Background: an optimization exercise with open tools, aiming at small area, a short achievable clock period and few clock cycles per item. Do not read the settings as production practice. In this exercise RTL edits were held to simulation tests only and were not proved equivalent to the original.

==> flow/config.mk <==
export PLATFORM = sky130hd
export DESIGN_NAME = des_core
export DESIGN_NICKNAME = des_core
export VERILOG_FILES = /design/flow/design.v
export SDC_FILE = /design/flow/constraint.sdc
export NUM_CORES = 4
export LEC_CHECK = 0
export CAP_MARGIN = 5
export CORE_MARGIN = 2
export CORE_UTILIZATION = 40
export CTS_BUF_LIST = sky130_fd_sc_hd__clkbuf_4 sky130_fd_sc_hd__clkbuf_8
export SETUP_SLACK_MARGIN = 1.5
export SLEW_MARGIN = 5
==> flow/constraint.sdc <==
create_clock -name core_clock -period 4.0 [get_ports {clk}]
set_input_delay 0.8000 -clock core_clock [delete_from_list [all_inputs] [get_ports {clk}]]
set_output_delay 0.8000 -clock core_clock [all_outputs]
set_load 0.01 [all_outputs]
==> flow/design.v <==
package des_types_pkg;
	localparam int NUM_ROUNDS = 16;
	localparam logic MODE_ENCRYPT = 1'b0;
	localparam logic MODE_DECRYPT = 1'b1;
	localparam logic [1:0] ST_IDLE   = 2'd0;
	localparam logic [1:0] ST_ROUND  = 2'd1;
	localparam logic [1:0] ST_OUTPUT = 2'd2;
endpackage
package des_tables_pkg;
	localparam logic [64*7-1:0] IP_TABLE = {
		7'd58, 7'd50, 7'd42, 7'd34, 7'd26, 7'd18, 7'd10, 7'd2,
		7'd60, 7'd52, 7'd44, 7'd36, 7'd28, 7'd20, 7'd12, 7'd4,
		7'd62, 7'd54, 7'd46, 7'd38, 7'd30, 7'd22, 7'd14, 7'd6,
		7'd64, 7'd56, 7'd48, 7'd40, 7'd32, 7'd24, 7'd16, 7'd8,
		7'd57, 7'd49, 7'd41, 7'd33, 7'd25, 7'd17, 7'd9, 7'd1,
		7'd59, 7'd51, 7'd43, 7'd35, 7'd27, 7'd19, 7'd11, 7'd3,
		7'd61, 7'd53, 7'd45, 7'd37, 7'd29, 7'd21, 7'd13, 7'd5,
		7'd63, 7'd55, 7'd47, 7'd39, 7'd31, 7'd23, 7'd15, 7'd7
	};
	localparam logic [64*7-1:0] FP_TABLE = {
		7'd40, 7'd8, 7'd48, 7'd16, 7'd56, 7'd24, 7'd64, 7'd32,
		7'd39, 7'd7, 7'd47, 7'd15, 7'd55, 7'd23, 7'd63, 7'd31,
		7'd38, 7'd6, 7'd46, 7'd14, 7'd54, 7'd22, 7'd62, 7'd30,
		7'd37, 7'd5, 7'd45, 7'd13, 7'd53, 7'd21, 7'd61, 7'd29,
		7'd36, 7'd4, 7'd44, 7'd12, 7'd52, 7'd20, 7'd60, 7'd28,
		7'd35, 7'd3, 7'd43, 7'd11, 7'd51, 7'd19, 7'd59, 7'd27,
		7'd34, 7'd2, 7'd42, 7'd10, 7'd50, 7'd18, 7'd58, 7'd26,
		7'd33, 7'd1, 7'd41, 7'd9, 7'd49, 7'd17, 7'd57, 7'd25
	};
	localparam logic [56*7-1:0] PC1_TABLE = {
		7'd57, 7'd49, 7'd41, 7'd33, 7'd25, 7'd17, 7'd9, 7'd1,
		7'd58, 7'd50, 7'd42, 7'd34, 7'd26, 7'd18, 7'd10, 7'd2,
		7'd59, 7'd51, 7'd43, 7'd35, 7'd27, 7'd19, 7'd11, 7'd3,
		7'd60, 7'd52, 7'd44, 7'd36, 7'd63, 7'd55, 7'd47, 7'd39,
		7'd31, 7'd23, 7'd15, 7'd7, 7'd62, 7'd54, 7'd46, 7'd38,
		7'd30, 7'd22, 7'd14, 7'd6, 7'd61, 7'd53, 7'd45, 7'd37,
		7'd29, 7'd21, 7'd13, 7'd5, 7'd28, 7'd20, 7'd12, 7'd4
	};
	localparam logic [48*7-1:0] PC2_TABLE = {
		7'd14, 7'd17, 7'd11, 7'd24, 7'd1, 7'd5, 7'd3, 7'd28,
		7'd15, 7'd6, 7'd21, 7'd10, 7'd23, 7'd19, 7'd12, 7'd4,
		7'd26, 7'd8, 7'd16, 7'd7, 7'd27, 7'd20, 7'd13, 7'd2,
		7'd41, 7'd52, 7'd31, 7'd37, 7'd47, 7'd55, 7'd30, 7'd40,
		7'd51, 7'd45, 7'd33, 7'd48, 7'd44, 7'd49, 7'd39, 7'd56,
		7'd34, 7'd53, 7'd46, 7'd42, 7'd50, 7'd36, 7'd29, 7'd32
	};
	localparam logic [48*7-1:0] E_TABLE = {
		7'd32, 7'd1, 7'd2, 7'd3, 7'd4, 7'd5, 7'd4, 7'd5,
		7'd6, 7'd7, 7'd8, 7'd9, 7'd8, 7'd9, 7'd10, 7'd11,
		7'd12, 7'd13, 7'd12, 7'd13, 7'd14, 7'd15, 7'd16, 7'd17,
		7'd16, 7'd17, 7'd18, 7'd19, 7'd20, 7'd21, 7'd20, 7'd21,
		7'd22, 7'd23, 7'd24, 7'd25, 7'd24, 7'd25, 7'd26, 7'd27,
		7'd28, 7'd29, 7'd28, 7'd29, 7'd30, 7'd31, 7'd32, 7'd1
	};
	localparam logic [32*7-1:0] P_TABLE = {
		7'd16, 7'd7, 7'd20, 7'd21, 7'd29, 7'd12, 7'd28, 7'd17,
		7'd1, 7'd15, 7'd23, 7'd26, 7'd5, 7'd18, 7'd31, 7'd10,
		7'd2, 7'd8, 7'd24, 7'd14, 7'd32, 7'd27, 7'd3, 7'd9,
		7'd19, 7'd13, 7'd30, 7'd6, 7'd22, 7'd11, 7'd4, 7'd25
	};
	localparam logic [512*4-1:0] SBOX = {
		4'd14, 4'd4, 4'd13, 4'd1, 4'd2, 4'd15, 4'd11, 4'd8, 4'd3, 4'd10, 4'd6, 4'd12, 4'd5, 4'd9, 4'd0, 4'd7,
		4'd0, 4'd15, 4'd7, 4'd4, 4'd14, 4'd2, 4'd13, 4'd1, 4'd10, 4'd6, 4'd12, 4'd11, 4'd9, 4'd5, 4'd3, 4'd8,
		4'd4, 4'd1, 4'd14, 4'd8, 4'd13, 4'd6, 4'd2, 4'd11, 4'd15, 4'd12, 4'd9, 4'd7, 4'd3, 4'd10, 4'd5, 4'd0,
		4'd15, 4'd12, 4'd8, 4'd2, 4'd4, 4'd9, 4'd1, 4'd7, 4'd5, 4'd11, 4'd3, 4'd14, 4'd10, 4'd0, 4'd6, 4'd13,
		4'd15, 4'd1, 4'd8, 4'd14, 4'd6, 4'd11, 4'd3, 4'd4, 4'd9, 4'd7, 4'd2, 4'd13, 4'd12, 4'd0, 4'd5, 4'd10,
		4'd3, 4'd13, 4'd4, 4'd7, 4'd15, 4'd2, 4'd8, 4'd14, 4'd12, 4'd0, 4'd1, 4'd10, 4'd6, 4'd9, 4'd11, 4'd5,
		4'd0, 4'd14, 4'd7, 4'd11, 4'd10, 4'd4, 4'd13, 4'd1, 4'd5, 4'd8, 4'd12, 4'd6, 4'd9, 4'd3, 4'd2, 4'd15,
		4'd13, 4'd8, 4'd10, 4'd1, 4'd3, 4'd15, 4'd4, 4'd2, 4'd11, 4'd6, 4'd7, 4'd12, 4'd0, 4'd5, 4'd14, 4'd9,
		4'd10, 4'd0, 4'd9, 4'd14, 4'd6, 4'd3, 4'd15, 4'd5, 4'd1, 4'd13, 4'd12, 4'd7, 4'd11, 4'd4, 4'd2, 4'd8,
		4'd13, 4'd7, 4'd0, 4'd9, 4'd3, 4'd4, 4'd6, 4'd10, 4'd2, 4'd8, 4'd5, 4'd14, 4'd12, 4'd11, 4'd15, 4'd1,
		4'd13, 4'd6, 4'd4, 4'd9, 4'd8, 4'd15, 4'd3, 4'd0, 4'd11, 4'd1, 4'd2, 4'd12, 4'd5, 4'd10, 4'd14, 4'd7,
		4'd1, 4'd10, 4'd13, 4'd0, 4'd6, 4'd9, 4'd8, 4'd7, 4'd4, 4'd15, 4'd14, 4'd3, 4'd11, 4'd5, 4'd2, 4'd12,
		4'd7, 4'd13, 4'd14, 4'd3, 4'd0, 4'd6, 4'd9, 4'd10, 4'd1, 4'd2, 4'd8, 4'd5, 4'd11, 4'd12, 4'd4, 4'd15,
		4'd13, 4'd8, 4'd11, 4'd5, 4'd6, 4'd15, 4'd0, 4'd3, 4'd4, 4'd7, 4'd2, 4'd12, 4'd1, 4'd10, 4'd14, 4'd9,
		4'd10, 4'd6, 4'd9, 4'd0, 4'd12, 4'd11, 4'd7, 4'd13, 4'd15, 4'd1, 4'd3, 4'd14, 4'd5, 4'd2, 4'd8, 4'd4,
		4'd3, 4'd15, 4'd0, 4'd6, 4'd10, 4'd1, 4'd13, 4'd8, 4'd9, 4'd4, 4'd5, 4'd11, 4'd12, 4'd7, 4'd2, 4'd14,
		4'd2, 4'd12, 4'd4, 4'd1, 4'd7, 4'd10, 4'd11, 4'd6, 4'd8, 4'd5, 4'd3, 4'd15, 4'd13, 4'd0, 4'd14, 4'd9,
		4'd14, 4'd11, 4'd2, 4'd12, 4'd4, 4'd7, 4'd13, 4'd1, 4'd5, 4'd0, 4'd15, 4'd10, 4'd3, 4'd9, 4'd8, 4'd6,
		4'd4, 4'd2, 4'd1, 4'd11, 4'd10, 4'd13, 4'd7, 4'd8, 4'd15, 4'd9, 4'd12, 4'd5, 4'd6, 4'd3, 4'd0, 4'd14,
		4'd11, 4'd8, 4'd12, 4'd7, 4'd1, 4'd14, 4'd2, 4'd13, 4'd6, 4'd15, 4'd0, 4'd9, 4'd10, 4'd4, 4'd5, 4'd3,
		4'd12, 4'd1, 4'd10, 4'd15, 4'd9, 4'd2, 4'd6, 4'd8, 4'd0, 4'd13, 4'd3, 4'd4, 4'd14, 4'd7, 4'd5, 4'd11,
		4'd10, 4'd15, 4'd4, 4'd2, 4'd7, 4'd12, 4'd9, 4'd5, 4'd6, 4'd1, 4'd13, 4'd14, 4'd0, 4'd11, 4'd3, 4'd8,
		4'd9, 4'd14, 4'd15, 4'd5, 4'd2, 4'd8, 4'd12, 4'd3, 4'd7, 4'd0, 4'd4, 4'd10, 4'd1, 4'd13, 4'd11, 4'd6,
		4'd4, 4'd3, 4'd2, 4'd12, 4'd9, 4'd5, 4'd15, 4'd10, 4'd11, 4'd14, 4'd1, 4'd7, 4'd6, 4'd0, 4'd8, 4'd13,
		4'd4, 4'd11, 4'd2, 4'd14, 4'd15, 4'd0, 4'd8, 4'd13, 4'd3, 4'd12, 4'd9, 4'd7, 4'd5, 4'd10, 4'd6, 4'd1,
		4'd13, 4'd0, 4'd11, 4'd7, 4'd4, 4'd9, 4'd1, 4'd10, 4'd14, 4'd3, 4'd5, 4'd12, 4'd2, 4'd15, 4'd8, 4'd6,
		4'd1, 4'd4, 4'd11, 4'd13, 4'd12, 4'd3, 4'd7, 4'd14, 4'd10, 4'd15, 4'd6, 4'd8, 4'd0, 4'd5, 4'd9, 4'd2,
		4'd6, 4'd11, 4'd13, 4'd8, 4'd1, 4'd4, 4'd10, 4'd7, 4'd9, 4'd5, 4'd0, 4'd15, 4'd14, 4'd2, 4'd3, 4'd12,
		4'd13, 4'd2, 4'd8, 4'd4, 4'd6, 4'd15, 4'd11, 4'd1, 4'd10, 4'd9, 4'd3, 4'd14, 4'd5, 4'd0, 4'd12, 4'd7,
		4'd1, 4'd15, 4'd13, 4'd8, 4'd10, 4'd3, 4'd7, 4'd4, 4'd12, 4'd5, 4'd6, 4'd11, 4'd0, 4'd14, 4'd9, 4'd2,
		4'd7, 4'd11, 4'd4, 4'd1, 4'd9, 4'd12, 4'd14, 4'd2, 4'd0, 4'd6, 4'd10, 4'd13, 4'd15, 4'd3, 4'd5, 4'd8,
		4'd2, 4'd1, 4'd14, 4'd7, 4'd4, 4'd10, 4'd8, 4'd13, 4'd15, 4'd12, 4'd9, 4'd0, 4'd3, 4'd5, 4'd6, 4'd11
	};
	localparam logic [15:0] SHIFT_ONE_MASK = 16'b1000_0001_0000_0011;
endpackage
`timescale 1ns/1ps
module des_feistel
(
	input  logic [31:0] i_right,
	input  logic [47:0] i_subkey,
	output logic [31:0] o_f
);
	logic [47:0] expanded;
	logic [47:0] mixed;
	logic [31:0] sbox_out;
	always_comb
	begin
		for (int i = 0; i < 48; i++)
			expanded[47 - i] = i_right[32 - des_tables_pkg::E_TABLE[7 * (47 - i) +: 7]];
	end
	assign mixed = expanded ^ i_subkey;
	for (genvar b = 0; b < 8; b++)
	begin : g_sbox
		logic [5:0] grp;
		assign grp = mixed[47 - 6 * b -: 6];
		assign sbox_out[31 - 4 * b -: 4] =
			des_tables_pkg::SBOX[4 * (511 - 64 * b - {grp[5], grp[0], grp[4:1]}) +: 4];
	end
	always_comb
	begin
		for (int i = 0; i < 32; i++)
			o_f[31 - i] = sbox_out[32 - des_tables_pkg::P_TABLE[7 * (31 - i) +: 7]];
	end
endmodule
`timescale 1ns/1ps
module des_core
(
	input  logic        clk,
	input  logic        rst,
	input  logic        i_start,
	input  logic        i_mode,
	input  logic [63:0] i_key,
	input  logic [63:0] i_block,
	output logic        o_valid,
	output logic [63:0] o_block
);
	logic       idle;
	logic       busy;
	logic       vld;
	logic [3:0] cnt;
	logic       mode_q;
	logic       one;
	logic       last;
	assign last = (cnt == 4'd15);
	always_ff @(posedge clk or posedge rst)
	begin
		if (rst)
		begin
			idle <= 1'b1;
			busy <= 1'b0;
			vld  <= 1'b0;
		end
		else
		begin
			idle <= (idle && !i_start) || vld;
			busy <= (idle && i_start) || (busy && !last);
			vld  <= busy && last;
		end
	end
	always_ff @(posedge clk)
	begin
		if (idle)
		begin
			cnt    <= 4'd0;
			mode_q <= i_mode;
			one    <= 1'b1;
		end
		else
		begin
			cnt <= cnt + 4'd1;
			one <= (cnt == 4'd6) || (cnt == 4'd13) || (cnt == 4'd14);
		end
	end
	logic [55:0] pc1_key;
	logic [55:0] cd;
	logic [55:0] cd_next;
	logic [27:0] c;
	logic [27:0] d;
	logic [47:0] subkey;
	always_comb
	begin
		for (int i = 0; i < 56; i++)
			pc1_key[55 - i] = i_key[64 - des_tables_pkg::PC1_TABLE[7 * (55 - i) +: 7]];
	end
	assign c = cd[55:28];
	assign d = cd[27:0];
	logic s_ld_d, s_ld_e, s_l1, s_l2, s_r1, s_r2;
	assign s_ld_d = idle && i_mode;
	assign s_ld_e = idle && !i_mode;
	assign s_l1   = !idle && !mode_q && one;
	assign s_l2   = !idle && !mode_q && !one;
	assign s_r1   = !idle && mode_q && one;
	assign s_r2   = !idle && mode_q && !one;
	assign cd_next =
		({56{s_ld_d}} & pc1_key) |
		({56{s_ld_e}} & {pc1_key[54:28], pc1_key[55], pc1_key[26:0], pc1_key[27]}) |
		({56{s_l1}} & {c[26:0], c[27], d[26:0], d[27]}) |
		({56{s_l2}} & {c[25:0], c[27:26], d[25:0], d[27:26]}) |
		({56{s_r1}} & {c[0], c[27:1], d[0], d[27:1]}) |
		({56{s_r2}} & {c[1:0], c[27:2], d[1:0], d[27:2]});
	always_ff @(posedge clk)
		cd <= cd_next;
	always_comb
	begin
		for (int i = 0; i < 48; i++)
			subkey[47 - i] = cd[56 - des_tables_pkg::PC2_TABLE[7 * (47 - i) +: 7]];
	end
	logic [31:0] l_q;
	logic [31:0] r_q;
	logic [31:0] f_out;
	logic [63:0] ip_block;
	logic [63:0] pre;
	logic [63:0] fp_block;
	always_comb
	begin
		for (int i = 0; i < 64; i++)
			ip_block[63 - i] = i_block[64 - des_tables_pkg::IP_TABLE[7 * (63 - i) +: 7]];
	end
	des_feistel u_feistel (
		.i_right  (r_q),
		.i_subkey (subkey),
		.o_f      (f_out)
	);
	always_ff @(posedge clk)
	begin
		if (idle)
		begin
			l_q <= ip_block[63:32];
			r_q <= ip_block[31:0];
		end
		else
		begin
			l_q <= r_q;
			r_q <= l_q ^ f_out;
		end
	end
	assign pre = {r_q, l_q};
	always_comb
	begin
		for (int i = 0; i < 64; i++)
			fp_block[63 - i] = pre[64 - des_tables_pkg::FP_TABLE[7 * (63 - i) +: 7]];
	end
	assign o_valid = vld;
	assign o_block = vld ? fp_block : 64'd0;
endmodule
==> flow/flow/run.sh <==
#!/bin/bash
# Own layout flow: the standard ORFS flow with two changes.
#  1. Synthesis: ORFS's synthesis script unchanged, but with an area-oriented ABC
#     script (flow/abc_map.script) and without the half/full-adder extraction.
#     a222oi is not used: its pins are hard to reach for the router.
#  2. Port buffers: buffer_ports uses the smallest buffer (buf_1).
#  3. Clock tree: clkbuf_4/clkbuf_8 only, and no dummy loads.
# Every tool's output goes to the ORFS logs under orfs/logs and to flow_*.log here.
set -euo pipefail
WORK=$(pwd)
R=$WORK/orfs/results/$FLOW_PLATFORM/des_core/base

# private copy of the ORFS scripts folder for synthesis, with our ABC script
rm -rf "$WORK/synth_scripts"
cp -r "$FLOW_HOME/scripts" "$WORK/synth_scripts"
cp "$WORK/flow/abc_map.script" "$WORK/synth_scripts/abc_area.script"
sed -i 's/^set lib_dont_use_args ""$/set lib_dont_use_args "-dont_use sky130_fd_sc_hd__a222oi_1"/' \
	"$WORK/synth_scripts/synth_preamble.tcl"
grep -q 'a222oi' "$WORK/synth_scripts/synth_preamble.tcl"

SCRIPTS_DIR="$WORK/synth_scripts" ABC_AREA=1 ADDER_MAP_FILE= \
	bash standard.sh synth > "$WORK/flow_synth.log" 2>&1

BUFFER_PORTS_ARGS="-buffer_cell sky130_fd_sc_hd__buf_1" \
	CTS_ARGS="-sink_clustering_enable -repair_clock_nets -buf_list {sky130_fd_sc_hd__clkbuf_4 sky130_fd_sc_hd__clkbuf_8} -dont_use_dummy_load" \
	bash standard.sh > "$WORK/flow_layout.log" 2>&1
==> flow/flow/abc_map.script <==
strash; &get -n; &fraig -x; &put; dc2; strash; &get -n; &dch -f; &nf -R 1000; &put
==> flow/standard.sh <==
#!/bin/bash
# synth_recipe.tcl (not shown) runs the flow's synth.tcl, then flattens the netlist and writes it again
# the make line also repeats each setting of config.mk as NAME=value (left out here)
make -C /OpenROAD-flow-scripts/flow DESIGN_CONFIG=/design/flow/config.mk WORK_HOME=/design/flow/orfs CLKGATE_MAP_FILE= SYNTH_SCRIPT=/design/flow/synth_recipe.tcl "${@:-finish}"
==> flow_results.org, run 1 <==
** Flow run
- Max-cap violations in this run came to 0.

** Final layout
- The repair_antennas step left the layout with diodes totalling 0.
- The library cell used most frequently in the layout, excluding fill and tap cells, is buf_1.
- Layout Area Growth over Synthesis :: 21.38%
- After the flow finishes, the layout carries non-filler instances totaling 1657.
- Once layout is complete, the utilization of the core stands at 0.4947.
- Proportion of layout cells with a drive suffix above 1 :: 0.07988
- The top cell types in the final layout, fill and taps aside, are 188 x buf_1, 159 x nand2_1, 143 x a22oi_1, 114 x o21ai_0, 97 x dfxtp_1.
- The net count of the finished layout is 1511.
- Finished layout cell area :: 10800 µm²

** Clock tree
- TritonCTS built the clock tree.
- For the worst-skew pair, the clock arrives at the later sink with an insertion delay of 0.45 ns.
- CTS max path bufs :: 2
- Count of hold-fix buffers inserted at cts :: 0
- CTS sink cnt :: 129
- Clock-pin slew was measured on the worst setup and hold paths at 0.08 ns.
- H-tree levels :: 4
- CTS root buffer :: clkbuf_8
- Clock tree synthesis inserted a total of 17 buffers.

** Timing
- Maximum frequency from static timing analysis :: 0.4066 GHz
- Setup repair after global routing could not meet its margin everywhere.
- The clock arrives with 0.02926 ns of skew.
- In the finished design, the share of the clock period the worst path needs comes to 0.6149.
- The final number of max-transition violations was 0.
- Setup violations remaining at the end of the flow were counted as 0.
- The number of hold violations in the final report came to 0.
- At the pin with the least slew margin, the transition time is 1.136 ns.
- Headroom to the max-slew limit :: 0.2427
- The routed design could run at a clock period as short as 2.460 ns.
- Accumulated negative setup slack :: 0 ns

** Yosys
- Post-Syn Area :: 8894 µm²
- Yosys Warn Count :: 2
- Proportion of synthesized flip-flops having asynchronous set or reset :: 0.02326
- Count of different cell masters after synthesis :: 46
- Counting every instance in the synthesized netlist gives 1158.
- Post-synthesis area per instance :: 7.680 µm²
- Of the post-synthesis cell area, the dominant cell type holds 0.2814.
- Ranked by total cell area, the synthesized netlist is headed by dfxtp_1 28%, a22oi_1 12%, xnor2_1 6.9%, nand2_1 6.8%, o21ai_0 6.5%.
- Among all flip-flop cells after synthesis, the most frequent one is dfxtp_1.
- Mapped Nets :: 1290
- Number of enable-type register cells in the synthesized netlist :: 1
- The share of the Yosys chip area taken by registers is 0.2933.
- Synth area leader :: dfxtp_1
- Number of flip-flops and latches in the synthesized netlist :: 129

** GRT
- The number of antenna violations at the first check in global routing was 2.
- Across every metal layer, demand over resource in global routing totals 0.2531.
- Entering global routing, the biggest net connects 61 pins.
- The number of global-route vias before repair came to 8819.
- Global routing finished with a remaining overflow of 0.
- Global-route wire length before repair :: 48240 µm

** Detailed routing
- The first detailed-routing pass ran for 6 iterations.
- Remaining DRCs :: 0
- Detail Route Antenna Nets :: 0
- Mean number of vias per cell :: 5.987
- After detailed routing, the average wire length per cell comes to 18.62 µm.
- Total vias in the final route :: 9921
- Iteration-0 DRC count of the detailed router :: 878
- WL final :: 30850 µm

** Critical path
- Traced cell by cell, the critical path runs through xnor2_1 > xnor2_1 > a21oi_1 > nand2_1 > a21oi_1 > a31oi_1 > xnor2_1 > o21ai_0.
- The critical path is of the register to register type.
- Counting both buffers and inverters, the worst setup path holds a total of 0.
- The worst register-to-register path begins at r_q[27]$_DFF_P_.
- Most repeated library cell on the critical path :: xnor2_1
- Largest delay share family, worst path :: XOR/XNOR gates
- The worst setup path is launched from a register.
- Data on the critical path is required at its endpoint by 4.31 ns.
- Reg2reg path depth :: 8
- CP max-delay cell :: xnor2_1
- Crit Path Max Fanout :: 9
- Crit path capture type :: register
- The endpoint identified for the worst register-to-register timing path is r_q[4]$_DFF_P_.
- On the worst path, the slowest cell contributes a delay of 0.72 ns.
- Across all register-to-register paths, the minimum setup slack is 1.54 ns.
- Arrival time at the worst endpoint :: 2.77 ns

** Die
- In this run the count of I/O pins placed on the die edge is 197.
- Die ar. :: 23440 µm²
- Core Footprint :: 21820 µm²
- Cell row count :: 54
- Starting utilization of the core area :: 0.4075
- Vertical die dimension :: 153.1 µm
- Die W :: 153.1 µm

** Placed design
- Once placement finished, the instance area stood at 10070 µm².
- Final weighted congestion in routability-driven placement :: 0.9173
- Number of port buffers :: 188
- After legalization and detailed placement, the total HPWL measured 21660 µm.
- Placed insts :: 1635

** Status
- The flow ran to the end and the layout has no timing, DRC or antenna violations.

** Min path
- In this run the worst hold path is classified as input pin to async pin.
[sequential cells by signal, indices dropped and copies added, names as in the netlist]
register  count
cnt           4
busy          1
cd           56
idle          1
l_q          32
r_q          32
vld           1
mode_q        1
one           1
[cell families after synthesis]
| group | Yosys count | synth area share |
|---|---|---|
| xor+xnor | 129 | 0.1270 |
| mux | 36 | 0.04530 |
| buf+inv | 5 | 0.002111 |
| compound gates | 443 | 0.3175 |
| simple gates | 416 | 0.2147 |
| flops | 129 | 0.2933 |
[worst register-to-register path, stage by stage, from the launching register on]
cell     delay (ns)
dfxtp_1        0.49
xnor2_1        0.73
xnor2_1        0.22
a21oi_1        0.09
nand2_1        0.12
a21oi_1        0.07
a31oi_1        0.35
xnor2_1        0.17
o21ai_0        0.10
[what timing repair did]
item / in CTS / in global routing
cloned: 0 / 0
pin swaps: 1 / 5
buffers inserted: 2 / 3
endpoints found under the setup margin: 109 / 54
resized for setup: 26 / 63
[worst max path at each step]
| stage | cells after the start | slack (ns) | endpoint | startpoint |
|---|---|---|---|---|
| floorplan | 4 | 1.63 | cd[49]$_DFF_P_ | idle$_DFF_PP1_ |
| global placement | 11 | 1.22 | r_q[24]$_DFF_P_ | r_q[12]$_DFF_P_ |
| detailed placement | 11 | 1.22 | r_q[24]$_DFF_P_ | r_q[12]$_DFF_P_ |
| CTS | 3 | 1.49 | o_block[7] | vld$_DFF_PP0_ |
| global route | 7 | 1.44 | r_q[14]$_DFF_P_ | r_q[27]$_DFF_P_ |
| finish | 8 | 1.54 | r_q[4]$_DFF_P_ | r_q[27]$_DFF_P_ |
[through the flow]
| step | hold WS, ns | worst slack (ns) |
|---|---|---|
| 3_5_place_dp | 0.4750 | 1.224 |
| 6_report | 0.1626 | 1.540 |
| 2_1_floorplan | 0.4306 | 1.626 |
| 3_3_place_gp | 0.4548 | 1.221 |
| 4_1_cts | 0.1406 | 1.486 |
| 5_1_grt | 0.1355 | 1.440 |
[routing by layer]
metal | wire length (µm) | global-route usage | vias up
li1 | - | - | 4801
met1 | 13990 | 0.3585 | 4610
met3 | 2506 | 0.05557 | 44
met4 | 692 | 0.07496 | 2
met2 | 13640 | 0.3852 | 464
met5 | 13 | 0 | -
[synth_stat cells (all sizes together) (10+ instances only)]
| cell | n |
|---|---|
| nand3 | 56 |
| a31oi | 28 |
| o22ai | 10 |
| nor2 | 82 |
| mux2 | 34 |
| dfxtp | 125 |
| nand4 | 17 |
| o21ai | 116 |
| xor2 | 59 |
| nand2 | 160 |
| nor3 | 18 |
| xnor2 | 70 |
| a22oi | 143 |
| and2 | 66 |
| a21oi | 86 |
[area by class of cell]
type | count | area [µm²]
clock buffer | 17 | 234.0
fill | 2232 | 11030
inverter | 5 | 18.77
multi-input combinational | 1024 | 6686
sequential | 129 | 2659
tap | 280 | 350.3
timing repair buffer | 202 | 847.1
Testbench counts, summed over its fixed seeds: cycles 43,200, items 2,400.
==> run 2: changes to the inputs <==
--- a/flow/design.v
+++ b/flow/design.v
@@ -135,42 +135,44 @@
 	output logic        o_valid,
 	output logic [63:0] o_block
 );
-	logic       idle;
-	logic       busy;
+	logic       act;
 	logic       vld;
 	logic [3:0] cnt;
 	logic       mode_q;
-	logic       one;
-	logic       last;
-	assign last = (cnt == 4'd15);
+	logic       act_next;
+	logic       vld_next;
+	logic       mode_next;
+	logic       one_next;
+	logic       sel_l1, sel_l2, sel_r1, sel_r2;
+	assign vld_next  = act && !vld && (cnt == 4'd15);
+	assign act_next  = act ? !vld : i_start;
+	assign mode_next = act ? mode_q : i_mode;
+	assign one_next  = !act || (cnt == 4'd6) || (cnt == 4'd13) || (cnt == 4'd14);
 	always_ff @(posedge clk or posedge rst)
 	begin
 		if (rst)
 		begin
-			idle <= 1'b1;
-			busy <= 1'b0;
-			vld  <= 1'b0;
+			act    <= 1'b0;
+			vld    <= 1'b0;
+			sel_l1 <= 1'b0;
+			sel_l2 <= 1'b0;
+			sel_r1 <= 1'b0;
+			sel_r2 <= 1'b0;
 		end
 		else
 		begin
-			idle <= (idle && !i_start) || vld;
-			busy <= (idle && i_start) || (busy && !last);
-			vld  <= busy && last;
+			act    <= act_next;
+			vld    <= vld_next;
+			sel_l1 <= act_next && !mode_next && one_next;
+			sel_l2 <= act_next && !mode_next && !one_next;
+			sel_r1 <= act_next && mode_next && one_next;
+			sel_r2 <= act_next && mode_next && !one_next;
 		end
 	end
 	always_ff @(posedge clk)
 	begin
-		if (idle)
-		begin
-			cnt    <= 4'd0;
-			mode_q <= i_mode;
-			one    <= 1'b1;
-		end
-		else
-		begin
-			cnt <= cnt + 4'd1;
-			one <= (cnt == 4'd6) || (cnt == 4'd13) || (cnt == 4'd14);
-		end
+		mode_q <= mode_next;
+		cnt    <= act ? cnt + 4'd1 : 4'd0;
 	end
 	logic [55:0] pc1_key;
 	logic [55:0] cd;
@@ -185,20 +187,16 @@
 	end
 	assign c = cd[55:28];
 	assign d = cd[27:0];
-	logic s_ld_d, s_ld_e, s_l1, s_l2, s_r1, s_r2;
-	assign s_ld_d = idle && i_mode;
-	assign s_ld_e = idle && !i_mode;
-	assign s_l1   = !idle && !mode_q && one;
-	assign s_l2   = !idle && !mode_q && !one;
-	assign s_r1   = !idle && mode_q && one;
-	assign s_r2   = !idle && mode_q && !one;
+	logic s_ld_d, s_ld_e;
+	assign s_ld_d = !act && i_mode;
+	assign s_ld_e = !act && !i_mode;
 	assign cd_next =
 		({56{s_ld_d}} & pc1_key) |
 		({56{s_ld_e}} & {pc1_key[54:28], pc1_key[55], pc1_key[26:0], pc1_key[27]}) |
-		({56{s_l1}} & {c[26:0], c[27], d[26:0], d[27]}) |
-		({56{s_l2}} & {c[25:0], c[27:26], d[25:0], d[27:26]}) |
-		({56{s_r1}} & {c[0], c[27:1], d[0], d[27:1]}) |
-		({56{s_r2}} & {c[1:0], c[27:2], d[1:0], d[27:2]});
+		({56{sel_l1}} & {c[26:0], c[27], d[26:0], d[27]}) |
+		({56{sel_l2}} & {c[25:0], c[27:26], d[25:0], d[27:26]}) |
+		({56{sel_r1}} & {c[0], c[27:1], d[0], d[27:1]}) |
+		({56{sel_r2}} & {c[1:0], c[27:2], d[1:0], d[27:2]});
 	always_ff @(posedge clk)
 		cd <= cd_next;
 	always_comb
@@ -224,7 +222,7 @@
 	);
 	always_ff @(posedge clk)
 	begin
-		if (idle)
+		if (!act)
 		begin
 			l_q <= ip_block[63:32];
 			r_q <= ip_block[31:0];
--- a/flow/flow/run.sh
+++ b/flow/flow/run.sh
@@ -4,7 +4,6 @@
 #     script (flow/abc_map.script) and without the half/full-adder extraction.
 #     a222oi is not used: its pins are hard to reach for the router.
 #  2. Port buffers: buffer_ports uses the smallest buffer (buf_1).
-#  3. Clock tree: clkbuf_4/clkbuf_8 only, and no dummy loads.
 # Every tool's output goes to the ORFS logs under orfs/logs and to flow_*.log here.
 set -euo pipefail
 WORK=$(pwd)
@@ -22,5 +21,4 @@
 	bash standard.sh synth > "$WORK/flow_synth.log" 2>&1
 
 BUFFER_PORTS_ARGS="-buffer_cell sky130_fd_sc_hd__buf_1" \
-	CTS_ARGS="-sink_clustering_enable -repair_clock_nets -buf_list {sky130_fd_sc_hd__clkbuf_4 sky130_fd_sc_hd__clkbuf_8} -dont_use_dummy_load" \
 	bash standard.sh > "$WORK/flow_layout.log" 2>&1
==> flow/config.mk (replaced) <==
export PLATFORM = sky130hd
export DESIGN_NAME = des_core
export DESIGN_NICKNAME = des_core
export VERILOG_FILES = /design/flow/design.v
export SDC_FILE = /design/flow/constraint.sdc
export NUM_CORES = 4
export LEC_CHECK = 0
export CAP_MARGIN = 20
export CORE_MARGIN = 2
export CORE_UTILIZATION = 55
export CTS_BUF_LIST = sky130_fd_sc_hd__clkbuf_4 sky130_fd_sc_hd__clkbuf_8
export SETUP_SLACK_MARGIN = 1.5
export SLEW_MARGIN = 20
==> flow_results.org, run 2 <==
** Critical path
- Worst r2r src :: cd[19]$_DFF_P_
- CP max-delay cell :: dfrtp_4
- Crit Path Max Fanout :: 20
- The endpoint identified for the worst register-to-register timing path is r_q[29]$_DFF_P_.
- WP buf/inv :: 2
- Broken down by cell family, the worst path's largest delay share belongs to flip-flops.
- Crit path capture type :: output port
- Classification of the worst setup path :: register to output port
- Biggest cell delay along the critical path :: 0.53 ns
- For the worst flop-to-flop path, the logic depth is 10.
- STA puts the critical path data arrival time at 1.63 ns.
- Worst R2R Setup Slack :: 1.58 ns
- For the worst setup path, the data required time is 3.20 ns.
- STA classifies the critical path startpoint as a register.
- Chain of cells forming the critical path :: buf_4 > and2_0 > buf_1

** Clock tree
- After clock tree synthesis, the clock-pin slew on the worst setup and hold paths is 0.09 ns.
- CTS max path bufs :: 2
- CTS sink cnt :: 131
- TritonCTS clock tree :: done
- CTS root buffer :: clkbuf_8
- H-tree levels :: 4
- The clock reaches the later pin of the worst-skew pair after 0.46 ns.
- In this run, CTS created clock tree buffers numbering 17.

** Yosys
- In this run, distinct cell masters in the synthesized netlist total 42.
- The synthesized design contains 0 enable-type register cells.
- Post-synth top flop :: dfxtp_1
- Mapped Nets :: 1272
- Proportion of synthesized flip-flops having asynchronous set or reset :: 0.04580
- During synthesis, Yosys emitted a total of 2 warnings.
- Post-synthesis area per instance :: 7.794 µm²
- The most common cell in the synthesized netlist is a22oi_1.
- Synthesis produced 1140 cells.
- By area the synthesized netlist is led by dfxtp_1 28%, a22oi_1 15%, xor2_1 6.5%, xnor2_1 6.3%, a21oi_1 6.1%.
- Top post-synthesis cells by count :: 173 x a22oi_1, 125 x dfxtp_1, 116 x nor2_1, 109 x a21oi_1, 97 x nand2_1
- After synthesis the cells add up to 8885 µm².
- Sequential element share of the synthesized area :: 0.2985
- Number of flip-flops and latches in the synthesized netlist :: 131
- Area share of the largest cell type after synthesis :: 0.2817
- Synth area leader :: dfxtp_1

** Timing
- At the pin with the least slew margin, the transition time is 1.034 ns.
- Final hold vios :: 0
- Setup repair after global routing left no endpoint under its margin.
- Accumulated negative setup slack :: 0 ns
- Setup violations remaining at the end of the flow were counted as 0.
- Headroom to the max-slew limit :: 0.3106
- Derived from the worst setup path, the maximum achievable clock frequency is 0.4108 GHz.
- Clk_skew :: 0.01692 ns
- Number of slew-limit violations in the final report :: 0
- Final hold slack :: 0.1786 ns
- Post-layout minimum cycle time :: 2.435 ns
- Post-route fraction of the period consumed by the critical path :: 0.6086

** Final layout
- ANT cells :: 0
- Leaving out fill and tap cells, the most frequent cell in the layout is buf_1.
- Layout Area Growth over Synthesis :: 21.57%
- More flip-flops sit in one register than any other, and that register is cd.
- Multi-input gate area in the final layout :: 6591 µm²
- Filler cell count :: 1377
- For this run, the post-layout net count is 1494.
- Max FFs per register :: 56
- The largest registers in the layout are cd x56, l_q x32, r_q x32.
- Area of all sequential standard cells :: 2684 µm²
- Proportion of layout cells with a drive suffix above 1 :: 0.07855
- Commonest cells after routing, fill and taps aside :: 188 x buf_1, 173 x a22oi_1, 115 x nor2_1, 109 x a21oi_1, 106 x dfxtp_1

** Placed design
- At the end of routability-driven placement, the weighted congestion stood at 0.9641.
- After legalization and detailed placement, the total HPWL measured 20290 µm.
- Number of port buffers :: 188

** Detailed routing
- Total vias in the final route :: 10030
- Dividing the detail-routed wire length by the instance count gives 17.79 µm.
- The count of nets left with antenna violations once routing finished came out at 0.
- Remaining DRCs :: 0
- Iteration-0 DRC count of the detailed router :: 1275
- Before antenna repair, the detailed router went through 8 iterations.
- Mean number of vias per cell :: 6.303
- After detailed routing, the total wire length is 28310 µm.

** GRT
- Via count of the first global-routing pass :: 8859
- The first global-routing pass estimated 44580 µm of wire.
- Summed over all layers, the global routing overflow is 0.
- Largest net degree at the start of global routing :: 57
- For met2 alone, demand over resource in global routing was 0.4921.
- Met1 Resource Use GR :: 0.4434
- In the global route stage, overall resource usage came out at 0.3161.
- The number of antenna violations at the first check in global routing is 0.
- In this run the most used layer during global routing was met2.
- Global Route met3 Usage :: 0.06134

** Die
- For this configuration, the core starts out at a cell density of 0.5613.
- In this run the core area contains 46 standard-cell rows.
- The die covers 17190 µm².
- From bottom edge to top edge, the die measures 131.1 µm.
- The total area inside the core boundary comes to 15830 µm².
- Die W :: 131.1 µm
- Num ports :: 197

** Min path
- Worst min-delay path category :: input pin to async pin

** Status
- The flow ran to the end and the layout has no timing, DRC or antenna violations.

** Flow run
- Max-cap violations in this run came to 0.
[run 2: layout make-up]
class                           instances  area share
Sequential cell                       131      0.2485
Clock buffer                           17     0.02166
Multi-Input combinational cell       1007      0.6102
Tap cell                              216     0.02502
Timing Repair Buffer                  203     0.07796
Clock inverter                         15     0.01599
Inverter                                2   0.0006950
[run 2: how the worst max path moves through the flow]
stage,depth (start not counted),startpoint,endpoint
floorplan,4,act$_DFF_PP0_,sel_l2$_DFF_PP0_
CTS,3,vld$_DFF_PP0_,o_block[40]
detailed placement,10,r_q[6]$_DFF_P_,r_q[25]$_DFF_P_
global placement,10,r_q[6]$_DFF_P_,r_q[25]$_DFF_P_
finish,3,vld$_DFF_PP0_,o_block[35]
global route,10,r_q[12]$_DFF_P_,r_q[29]$_DFF_P_
[run 2: repair_timing]
item	4_1_cts	5_1_grt
resized for setup	14	54
endpoints found under the setup margin	53	35
hold buffers	0	0
buffers inserted	1	2
pin swaps	0	2
[run 2: stage by stage]
step                std cells  area, µm²    util  setup WS (ns)
floorplan                1140       8901       -          1.663
global placement         1555       9963  0.6295          1.322
detailed placement       1556       9991  0.6312          1.357
CTS                      1589      10500  0.6633          1.480
global route             1591      10800  0.6825          1.424
finish                   1591      10800  0.6825          1.565
[run 2: metal layers]
metal	up-vias	share of wire	wire [µm]
met2	592	0.45	12650
li1	4782	-	-
met4	0	0.022	632
met3	52	0.094	2648
met1	4602	0.44	12380
met5	-	0	0
[run 2: cells by family (layout without fill, tap and decap cells)]
logic type,count (synthesis),after routing,share of synthesized area
xor+xnor,130,130,0.1282
mux,35,35,0.04535
simple gates,391,391,0.2022
compound gates,451,451,0.3249
buf+inv,2,237,0.0008453
flops,131,131,0.2985
Testbench counts of run 2, summed over its fixed seeds: cycles 43,200, items 2,400.
==> run 3: changes to the inputs <==
--- a/flow/config.mk
+++ b/flow/config.mk
@@ -9,5 +9,5 @@
 export CORE_MARGIN = 2
 export CORE_UTILIZATION = 55
 export CTS_BUF_LIST = sky130_fd_sc_hd__clkbuf_4 sky130_fd_sc_hd__clkbuf_8
-export SETUP_SLACK_MARGIN = 1.5
+export SETUP_SLACK_MARGIN = 2.0
 export SLEW_MARGIN = 20
==> flow_results.org, run 3 <==
** Final layout
- More flip-flops sit in one register than any other, and that register is cd.
- The repair_antennas step left the layout with diodes totalling 0.
- Commonest cells after routing, fill and taps aside :: 178 x buf_1, 171 x a22oi_1, 94 x buf_4, 85 x nor2_1
- The layout has 857 filler cells.
- Post-route core utilization :: 0.8633
- Area of all sequential standard cells :: 2878 µm²
- After the last flow step, the layout net total stands at 1603.
- Relative to the synthesized area, the layout overhead comes to 53.80%.
- Multi-input gate area in the final layout :: 8238 µm²
- Largest registers in the final layout :: cd x56, l_q x32, r_q x32
- Most frequent standard cell in the layout excluding fill and tap cells :: buf_1
- In the final layout, the share of cells above drive strength 1 is 0.3120.
- Max FFs per register :: 56

** Die
- Core Footprint :: 15830 µm²
- The initial utilization of the core area, before any placement, comes to 0.5613.
- Die ar. :: 17190 µm²
- Cell row count :: 46
- Num ports :: 197
- Vertical die dimension :: 131.1 µm
- Die W :: 131.1 µm

** Clock tree
- CTS root buffer :: clkbuf_8
- TritonCTS clock tree :: done
- After clock tree synthesis, the clock-pin slew on the worst setup and hold paths is 0.08 ns.
- In this run the number of H-tree levels came out at 4.
- CTS max path bufs :: 2
- At the later pin of the worst-skew pair, clock insertion delay measures 0.48 ns.
- CTS sink cnt :: 131
- Count of hold-fix buffers inserted at cts :: 0
- TritonCTS Buffers :: 17

** Yosys
- Post-synthesis area per instance :: 7.794 µm²
- The number of different library cells used by synthesis comes to 42.
- Top post-synthesis cells by count :: 173 x a22oi_1, 125 x dfxtp_1, 116 x nor2_1, 109 x a21oi_1, 97 x nand2_1
- Counting flops with a built-in enable in the synthesized netlist gives 0.
- Post-synth top flop :: dfxtp_1
- Number of flip-flops and latches in the synthesized netlist :: 131
- Mapped Nets :: 1272
- The share of the Yosys chip area taken by registers is 0.2985.
- Sorting the synthesized cells by area gives the leading types as dfxtp_1 28%, a22oi_1 15%, xor2_1 6.5%, xnor2_1 6.3%, a21oi_1 6.1%.
- After synthesis, the share of flip-flops with an asynchronous set or reset is 0.04580.
- Synth area leader :: dfxtp_1
- Yosys Warn Count :: 2
- Area share of the largest cell type after synthesis :: 0.2817
- Post-Syn Area :: 8885 µm²
- The cell count after synthesis came out at 1140.
- Most common cell in the netlist :: a22oi_1

** Timing
- Derived from the worst setup path, the maximum achievable clock frequency is 0.4247 GHz.
- Headroom to the max-slew limit came out at 0.2632.
- Accumulated negative setup slack :: 0 ns
- Hold is met by 0.1791 ns.
- Post-route fraction of the period consumed by the critical path :: 0.5886
- At the pin with the least slew margin, the transition time is 1.097 ns.
- Setup Viol. Count Final :: 0
- For the final database, setup skew stands at 0.01282 ns.
- Post-layout minimum cycle time :: 2.355 ns
- The final number of max-transition violations is 0.
- Setup repair after global routing could not meet its margin everywhere.
- Final hold vios :: 0

** Placed design
- The congestion estimate from routability-driven global placement came to 0.9537.
- Number of port buffers :: 188
- Estimated wirelength of the detail-placed design :: 19890 µm

** Critical path
- STA classifies the critical path endpoint as an output port.
- The worst setup path is launched from a register.
- Classification of the worst setup path :: register to output port
- Crit Path Max Fanout :: 17
- For the worst setup path, the data required time is 3.20 ns.
- Arrival time at the worst endpoint :: 1.55 ns

** Status
- Status :: complete, no violations

** Detailed routing
- The detailed router put a total of 13890 µm of wire on met1.
- After the first detailed-routing iteration, the DRC count stood at 1548.
- The final layout contains routed wiring with a total length of 37610 µm.
- Met3 routed wirelength :: 4175 µm
- After detailed routing, the number of remaining DRC violations is 0.
- Detail Route Antenna Nets :: 0
- Average wire length per cell after detail routing :: 22.12 µm
- Number of search-and-repair iterations in the first detailed-routing pass :: 10
- The highest layer touched by signal routing is met4.
- Met2 Routed Length :: 17570 µm
- Mean number of vias per cell :: 6.786
- Total vias in the final route :: 11540

** Flow run
- Max-capacitance violation count :: 0

** GRT
- The number of antenna violations at the first check in global routing is 1.
- Largest net degree at the start of global routing :: 57
- Global-route wire length before repair :: 50070 µm
- In the global route stage, overall resource usage came out at 0.3565.
- Via count of the first global-routing pass :: 9622
- After global routing the overflow that remains totals 0.

** Min path
- The path class of the tightest hold or removal check is input pin to async pin.
==> run 3: cell counts after synthesis <==
Identical to the previous run, type by type.
==> run 3: worst paths after layout <==
| check | from | endpoint | slack (ns) | depth (start not counted) |
|---|---|---|---|---|
| setup / recovery | vld$_DFF_PP0_ | o_block[34] | 1.65 | 3 |
| max in group asynchronous | rst | vld$_DFF_PP0_ | 3.66 | 2 |
| hold reg to reg | mode_q$_DFF_P_ | mode_q$_DFF_P_ | 0.47 | 1 |
| hold / removal | rst | act$_DFF_PP0_ | 0.18 | 2 |
| min in group core_clock | mode_q$_DFF_P_ | mode_q$_DFF_P_ | 0.47 | 1 |
| setup reg to reg | r_q[28]$_DFF_P_ | r_q[15]$_DFF_P_ | 1.82 | 11 |
==> run 3: cell families after synthesis <==
logic type	count (synthesis)	synth area share
AND/OR/NAND/NOR	391	0.2022
flip-flops	131	0.2985
AO/OA/AOI/OAI	451	0.3249
buffers and inverters	2	0.0008453
XOR/XNOR	130	0.1282
multiplexers	35	0.04535
==> run 3: metal layers <==
| metal | GRT usage | vias to the layer above |
|---|---|---|
| li1 | - | 5002 |
| met1 | 0.4654 | 5420 |
| met2 | 0.5728 | 922 |
| met3 | 0.09684 | 192 |
| met4 | 0.1214 | 0 |
| met5 | 0 | - |
==> run 3: repair_timing <==
| item | CTS | global route |
|---|---|---|
| resized for setup | 234 | 265 |
| pin swaps | 46 | 127 |
| gates cloned | 3 | 0 |
| buffers inserted | 53 | 60 |
| endpoints found under the setup margin | 157 | 101 |
==> run 3: critical path: stages, from the launching register on <==
cell     delay [ns]
dfrtp_4        0.49
buf_8          0.22
and2_0         0.17
buf_1          0.19
==> run 3: layout make-up <==
cell class	instances	area share
flip-flops and latches	131	0.2106
well taps	216	0.01978
clock inverters	15	0.01502
clock buffers	17	0.01712
inverters	2	0.0005494
multi-input cells	1010	0.6029
repair buffers	309	0.1341
==> run 3: per-stage QoR <==
step | std cells | cell area, µm² | worst slack, ns
global placement | 1552 | 10090 | 1.433
floorplan | 1140 | 9055 | 1.983
CTS | 1640 | 12070 | 1.708
global route | 1700 | 13660 | 1.603
finish | 1700 | 13660 | 1.645
detailed placement | 1552 | 10090 | 1.445
==> run 4: changes to the inputs <==
--- a/flow/config.mk
+++ b/flow/config.mk
@@ -9,5 +9,5 @@
 export CORE_MARGIN = 2
 export CORE_UTILIZATION = 55
 export CTS_BUF_LIST = sky130_fd_sc_hd__clkbuf_4 sky130_fd_sc_hd__clkbuf_8
-export SETUP_SLACK_MARGIN = 2.0
+export SETUP_SLACK_MARGIN = 1.3
 export SLEW_MARGIN = 20
==> flow_results.org, run 4 <==
** Status
- The flow ran to the end and the layout has no timing, DRC or antenna violations.

** Yosys
- During synthesis, Yosys emitted a total of 2 warnings.
- Of the synthesized area, sequential elements account for 0.2985.
- Post-Syn Area :: 8885 µm²
- Among all flip-flop cells after synthesis, the most frequent one is dfxtp_1.
- Area share of the largest cell type after synthesis :: 0.2817
- After synthesis the netlist holds a flip-flop and latch count of 131.
- Yosys attributes the largest share of cell area to dfxtp_1 28%, a22oi_1 15%, xor2_1 6.5%, xnor2_1 6.3%, a21oi_1 6.1%.
- Number of enable-type register cells in the synthesized netlist :: 0
- Yosys instantiated no cell more often than a22oi_1.
- Synthesis produced 1140 cells.
- A synthesized cell averages 7.794 µm².
- Synth area leader :: dfxtp_1
- Count of different cell masters after synthesis :: 42
- Synthesis produced a netlist with a net count of 1272.
- Top post-synthesis cells by count :: 173 x a22oi_1, 125 x dfxtp_1, 116 x nor2_1, 109 x a21oi_1, 97 x nand2_1
- Proportion of synthesized flip-flops having asynchronous set or reset :: 0.04580

** Final layout
- In the final layout, the share of cells above drive strength 1 is 0.04668.
- ANT cells :: 0
- The top cell types in the final layout, fill and taps aside, are 188 x buf_1, 173 x a22oi_1, 125 x dfxtp_1, 115 x nor2_1, 109 x a21oi_1.
- The final layout contains 1490 nets.
- Layout Area Growth over Synthesis :: 18.49%
- Max FFs per register :: 56
- Largest registers in the final layout :: cd x56, l_q x32, r_q x32
- Ranked by flip-flop count, first place goes to cd.
- Finished layout cell area :: 10530 µm²
- Most frequent standard cell in the layout excluding fill and tap cells :: buf_1
- Leaving out filler cells and counting taps, the final layout contains 1587.

** Critical path
- Required arrival time at the worst endpoint :: 4.39 ns
- Crit path capture type :: register
- The startpoint identified for the worst register-to-register timing path is r_q[0]$_DFF_P_.
- Setup slack on the worst reg-to-reg path comes out at 1.44 ns.
- Arrival time at the worst endpoint :: 2.95 ns
- The worst setup path is launched from a register.
- Of all nets on the critical path, the largest fanout is 6.
- Classification of the worst setup path :: register to register
- In this run the critical register-to-register path is captured at r_q[27]$_DFF_P_.
- Reg2reg path depth :: 9

** Clock tree
- TritonCTS built the clock tree.
- Count of hold-fix buffers inserted at cts :: 0
- The H-tree was split into 4 levels.
- In this run, CTS created clock tree buffers numbering 17.
- Clock-pin slew was measured on the worst setup and hold paths at 0.09 ns.
- Clock network latency to the later pin of the worst-skew pair :: 0.46 ns
- Resized cells post-CTS :: 2
- CTS sink cnt :: 131
- CTS root buffer :: clkbuf_8
- Post-CTS timing repair inserted 0 buffers for setup.
- CTS max path bufs :: 2

** Timing
- Post-layout minimum cycle time :: 2.558 ns
- For the final routed database, the setup TNS stands at 0 ns.
- On the final layout, the worst clock skew is 0.01456 ns.
- Headroom to the max-slew limit :: 0.3019
- Setup Viol. Count Final :: 0
- Unrepaired setup endpoints after global routing :: yes
- Of the available clock period, the critical path in the final layout requires 0.6396.
- Derived from the worst setup path, the maximum achievable clock frequency is 0.3909 GHz.
- The number of hold violations in the final report is 0.
- Number of slew-limit violations in the final report :: 0
- Worst Setup Slack, final :: 1.442 ns
- Actual transition at the worst max-transition pin :: 1.047 ns

** Detailed routing
- Dividing the detail-routed via count by the number of cells gives 6.193.
- After detailed routing, the total wire length is 27600 µm.
- Total vias in the final route :: 9829
- Dividing the detail-routed wire length by the instance count gives 17.39 µm.
- Detail Route Antenna Nets :: 0
- Number of search-and-repair iterations in the first detailed-routing pass :: 5
- Iteration-0 DRC count of the detailed router :: 772
- Remaining DRCs :: 0

** Die
- Pin placement for this block handled 197 I/O pins.
- Core Footprint :: 15830 µm²
- Vertical die dimension :: 131.1 µm
- The die is 131.1 µm wide.
- In this run the core area contains 46 standard-cell rows.
- The die covers 17190 µm².
- Starting utilization of the core area :: 0.5613

** GRT
- Global routing usage summed across all routing layers :: 0.3104
- The number of global-route vias before repair is 8717.
- Largest net degree at the start of global routing :: 68
- Global-route wire length before repair :: 43960 µm
- After global routing the overflow that remains totals 0.
- Antenna violations before repair :: 1

** Placed design
- Estimated wirelength of the detail-placed design :: 19910 µm
- Final weighted congestion in routability-driven placement :: 0.9546
- The placed instances occupy a cell area of 9956 µm².
- Number of port buffers :: 188
- Including well taps, the total number of placed cells is 1554.
- OpenSTA, run right after detailed placement, puts the worst setup slack at 1.227 ns.

** Flow run
- Max-capacitance violation count :: 0

** Min path
- In this run the worst hold path is classified as input pin to async pin.
[run 4: cell counts after synthesis]
No cell type changed its count.
[run 4: critical path: stages, from the launching register on]
cell and delay [ns]:
dfxtp_1 0.54, xor2_1 0.41, nand2_1 0.15, nand2_1 0.15, nor2_1 0.06, o21ai_0 0.25, o21ai_0 0.13, mux4_2 0.50
xor2_1 0.16, a21oi_1 0.14
[run 4: worst max path at each step]
stage / from / end / slack [ns] / cells after the start
final: r_q[0]$_DFF_P_ / r_q[27]$_DFF_P_ / 1.44 / 9
after CTS: cd[9]$_DFF_P_ / r_q[29]$_DFF_P_ / 1.37 / 10
after global placement: r_q[15]$_DFF_P_ / r_q[24]$_DFF_P_ / 1.28 / 7
after global routing: cd[19]$_DFF_P_ / r_q[29]$_DFF_P_ / 1.18 / 10
after detailed placement: r_q[15]$_DFF_P_ / r_q[29]$_DFF_P_ / 1.23 / 8
after floorplan: act$_DFF_PP0_ / sel_l2$_DFF_PP0_ / 1.33 / 4
[run 4: final cells by class]
| class | count | area [µm²] |
|---|---|---|
| Clock inverter | 15 | 187.7 |
| Inverter | 2 | 7.507 |
| Timing Repair Buffer | 199 | 808.3 |
| Tap cell | 216 | 270.3 |
| Sequential cell | 131 | 2660 |
| Fill cell | 1429 | 5300 |
| Multi-Input combinational cell | 1007 | 6360 |
| Clock buffer | 17 | 234.0 |
[run 4: logic make-up after synthesis]
kind of cell | share of synthesized area
compound gates | 0.3249
simple gates | 0.2022
flops | 0.2985
xor+xnor | 0.1282
mux | 0.04535
buf+inv | 0.0008453
[run 4: metal layers]
metal / GRT usage / vias up / share of wire
met2: 0.4883 / 496 / 0.45
met4: 0.09300 / 0 / 0.023
li1: - / 4765 / -
met3: 0.08218 / 44 / 0.096
met5: 0 / - / 0
met1: 0.4189 / 4524 / 0.43
[run 4: stage by stage]
step | utilization | hold slack [ns]
after floorplan | - | 0.4392
after global placement | 0.6290 | 0.4557
after detailed placement | 0.6290 | 0.4599
after CTS | 0.6563 | 0.1656
after global routing | 0.6651 | 0.1862
final | 0.6651 | 0.1824
==> run 5: changes to the inputs <==
--- a/flow/config.mk
+++ b/flow/config.mk
@@ -9,5 +9,5 @@
 export CORE_MARGIN = 2
 export CORE_UTILIZATION = 55
 export CTS_BUF_LIST = sky130_fd_sc_hd__clkbuf_4 sky130_fd_sc_hd__clkbuf_8
-export SETUP_SLACK_MARGIN = 1.3
+export SETUP_SLACK_MARGIN = 1.7
 export SLEW_MARGIN = 20
==> flow_results.org, run 5 <==
** Yosys
- Yosys mapped a number of flops with a built-in enable equal to 0.
- Count of mapped cells out of synthesis :: 1140
- Sequential element share of the synthesized area :: 0.2985
- Most common cell in the netlist :: a22oi_1
- Post-synth top flop :: dfxtp_1
- After synthesis, the cell types taking the most area are dfxtp_1 28%, a22oi_1 15%, xor2_1 6.5%, xnor2_1 6.3%, a21oi_1 6.1%.
- Count of different cell masters after synthesis :: 42
- Yosys printed 2 warnings.
- Mapped Nets :: 1272
- Post-Syn Area :: 8885 µm²
- Top post-synthesis cells by count :: 173 x a22oi_1, 125 x dfxtp_1, 116 x nor2_1, 109 x a21oi_1, 97 x nand2_1
- In this run, synthesis produced a sequential element count of 131.
- Area share of the largest cell type after synthesis :: 0.2817
- Synth area leader :: dfxtp_1
- Post-synthesis area per instance :: 7.794 µm²
- For this run, asynchronously set or reset flops after synthesis account for 0.04580.

** Timing
- Worst Setup Slack, final :: 1.560 ns
- Of the available clock period, the critical path in the final layout requires 0.6099.
- Clk_skew :: 0.01928 ns
- In this run the tightest slew margin relative to its limit is 0.3411.
- Derived from the worst setup path, the maximum achievable clock frequency is 0.4099 GHz.
- Summed over all failing endpoints, the final setup total negative slack is 0 ns.
- Setup Viol. Count Final :: 0
- Setup repair after global routing could not meet its margin everywhere.
- Final hold analysis gives a worst-case slack of 0.1685 ns.
- The worst path in the final design needs a cycle of 2.440 ns, including I/O delays and setup.
- For the pin with the worst max-slew slack, the measured transition is 0.9884 ns.
- Final hold vios :: 0
- Number of slew-limit violations in the final report :: 0

** Flow run
- The tool flagged a number of max-cap violations equal to 0.

** Detailed routing
- In this run, the number of DRC markers left after iteration 0 of detailed routing was 1065.
- Total vias in the final route :: 10280
- In the routed design, unresolved DRC markers number 0.
- The pre-antenna-repair detailed-routing pass consisted of 8 iterations.
- Once detail routing completed, the nets flagged for antenna violations numbered 0.
- In the final routed layout, each cell accounts on average for 18.78 µm.
- WL final :: 30220 µm
- In the routed layout, each cell is associated on average with a via count of 6.387.

** Critical path
- For this design, the slowest cell found on the critical path is dfrtp_4.
- The critical path goes through buf_12 > buf_12 > and2_4 > buf_6.
- Endpoint of the most critical register-to-register path :: r_q[23]$_DFF_P_
- The critical path is of the register to output port type.
- Together, buffers and inverters on the worst path number 3.
- In this run the critical register-to-register path is launched from r_q[31]$_DFF_P_.
- The largest single stage delay on the critical path is 0.59 ns.
- Most repeated library cell on the critical path :: buf_12
- At the worst endpoint, the arrival time is 1.64 ns.
- CP startpoint kind :: register
- Worst R2R Setup Slack :: 1.78 ns
- STA classifies the critical path endpoint as an output port.
- Broken down by cell family, the worst path's largest delay share belongs to flip-flops.
- Data on the critical path is required at its endpoint by 3.20 ns.
- Crit Path Max Fanout :: 7
- The number of cells on the worst reg-to-reg path is 8.

** Die
- Core Footprint :: 15830 µm²
- Die ar. :: 17190 µm²
- Cell row count :: 46
- For this configuration, the core starts out at a cell density of 0.5613.
- The floorplan step set the die width to 131.1 µm.
- Num ports :: 197
- Vertical die dimension :: 131.1 µm

** Clock tree
- The later pin in the worst-skew pair is clocked with a latency of 0.47 ns.
- Clock transition at the register clock pins on the worst setup and hold paths after CTS :: 0.10 ns
- CTS sink cnt :: 131
- TritonCTS Buffers :: 17
- CTS max path bufs :: 2
- H-tree levels :: 4
- CTS placed an instance of clkbuf_8 at the clock tree root.
- Hold repair after CTS inserted 0 buffers.
- TritonCTS clock tree :: done

** Final layout
- From synthesis to final layout, the design area changed by 32.45%.
- Filler cell count :: 1216
- Multi-input gate area in the final layout :: 7123 µm²
- More flip-flops sit in one register than any other, and that register is cd.
- In the final design database the tool counted 1512 nets.
- Largest registers in the final layout :: cd x56, l_q x32, r_q x32
- Max FFs per register :: 56
- Commonest cells after routing, fill and taps aside :: 173 x a22oi_1, 164 x buf_1, 111 x nor2_1, 105 x a21oi_1, 94 x nand2_1
- Registers take 2773 µm².
- Proportion of layout cells with a drive suffix above 1 :: 0.1831
- Leaving out fill and tap cells, the most frequent cell in the layout is a22oi_1.
- The repair_antennas step left the layout with diodes totalling 0.

** Min path
- Worst min-delay path category :: input pin to async pin

** GRT
- The number of antenna violations at the first check in global routing is 0.
- Global-route wire length before repair :: 47020 µm
- Largest net degree at the start of global routing :: 57
- Across every metal layer, demand over resource in global routing totals 0.3350.
- Remaining Overflow, GRT :: 0
- The number of global-route vias before repair came to 9077.

** Placed design
- During placement, the flow inserted port buffers numbering 188.
- At the end of routability-driven placement, the weighted congestion stood at 0.9636.
- Summed over all nets, the half-perimeter wirelength after detailed placement is 20250 µm.
- Before CTS, the worst setup slack after placement is 1.248 ns.

** Status
- The flow ran to the end and the layout has no timing, DRC or antenna violations.
-- run 5: worst max path at each step --
stage | start | end | slack (ns) | depth (start not counted)
6_report | vld$_DFF_PP0_ | o_block[2] | 1.56 | 4
4_1_cts | vld$_DFF_PP0_ | o_block[2] | 1.56 | 4
3_5_place_dp | cd[4]$_DFF_P_ | r_q[24]$_DFF_P_ | 1.25 | 7
3_3_place_gp | cd[4]$_DFF_P_ | r_q[24]$_DFF_P_ | 1.23 | 7
5_1_grt | vld$_DFF_PP0_ | o_block[16] | 1.53 | 3
2_1_floorplan | cd[9]$_DFF_P_ | r_q[29]$_DFF_P_ | 1.73 | 10
-- run 5: area by class of cell --
| cell class | count | area share |
|---|---|---|
| timing repair buffer | 221 | 0.1019 |
| tap | 216 | 0.02297 |
| inverter | 2 | 0.0006380 |
| clock buffer | 17 | 0.01988 |
| multi-input combinational | 1007 | 0.6053 |
| sequential | 131 | 0.2356 |
| clock inverter | 15 | 0.01372 |
-- run 5: per-stage QoR --
step                      instances  instance area [µm²]  utilization
after floorplan                1140                 8904            -
after global placement         1556                 9971       0.6300
after detailed placement       1556                 9971       0.6300
after CTS                      1597                11050       0.6979
after global routing           1609                11770       0.7435
final                          1609                11770       0.7435
-- run 5: cell families after synthesis --
family                 after synthesis  share of synthesized area
buffers and inverters                2                  0.0008453
AND/OR/NAND/NOR                    391                     0.2022
AO/OA/AOI/OAI                      451                     0.3249
multiplexers                        35                    0.04535
flip-flops                         131                     0.2985
XOR/XNOR                           130                     0.1282
-- run 5: worst reg2reg max path: stages, from the launching register on --
cell,delay [ns]
dfxtp_1,0.61
xor2_2,0.52
nor2_1,0.10
o21ai_0,0.09
a21oi_1,0.09
a311oi_1,0.31
a21oi_1,0.09
xor2_1,0.18
a21oi_1,0.09
-- run 5: per-layer routing --
| layer | GRT usage | wire [µm] | vias up |
|---|---|---|---|
| li1 | - | - | 4816 |
| met1 | 0.4639 | 12760 | 4801 |
| met2 | 0.5363 | 14100 | 603 |
| met3 | 0.06443 | 2682 | 57 |
| met4 | 0.09179 | 685 | 0 |
| met5 | 0 | 0 | - |
-- run 5: timing repair --
action,4_1_cts,5_1_grt
resized for setup,117,160
setup endpoints to repair,94,94
pin swaps,15,13
gates cloned,1,0
buffers inserted,8,12

static timing again, ports no longer ideal:
How much do the figures lean on ideal ports? The routed layouts below were timed once more, with nothing changed but the port constraints.
Step 1: set_driving_cell puts a clkbuf_16 on clk and a buf_2 on each other input, an assumption about the parent block.
Step 2 adds t to the input delays and takes it off the output delays; t is the mean of the earliest and latest rising clock arrival at the registers after step 1. Input paths then give back, and output paths get back, about the clock's delay inside the block.
Slacks: ideal / step 1 / step 2; pairs: ideal / step 1.
run | t (ns) | setup WS [ns] | worst setup path after step 2
run 1 | 0.477 | 1.540 / 1.540 / 1.540 | register to register
run 2 | 0.494 | 1.565 / 1.525 / 1.524 | input to register
run 3 | 0.516 | 1.645 / 1.600 / 1.524 | input to register
run 4 | 0.489 | 1.442 / 1.402 / 1.441 | input to register
run 5 | 0.502 | 1.560 / 1.521 / 1.576 | input to register
After both steps setup and hold are still met in every run listed. For run 3, which loses most, drivers alone change the setup slack by -0.045 ns; drivers and shift together by -0.121 ns.
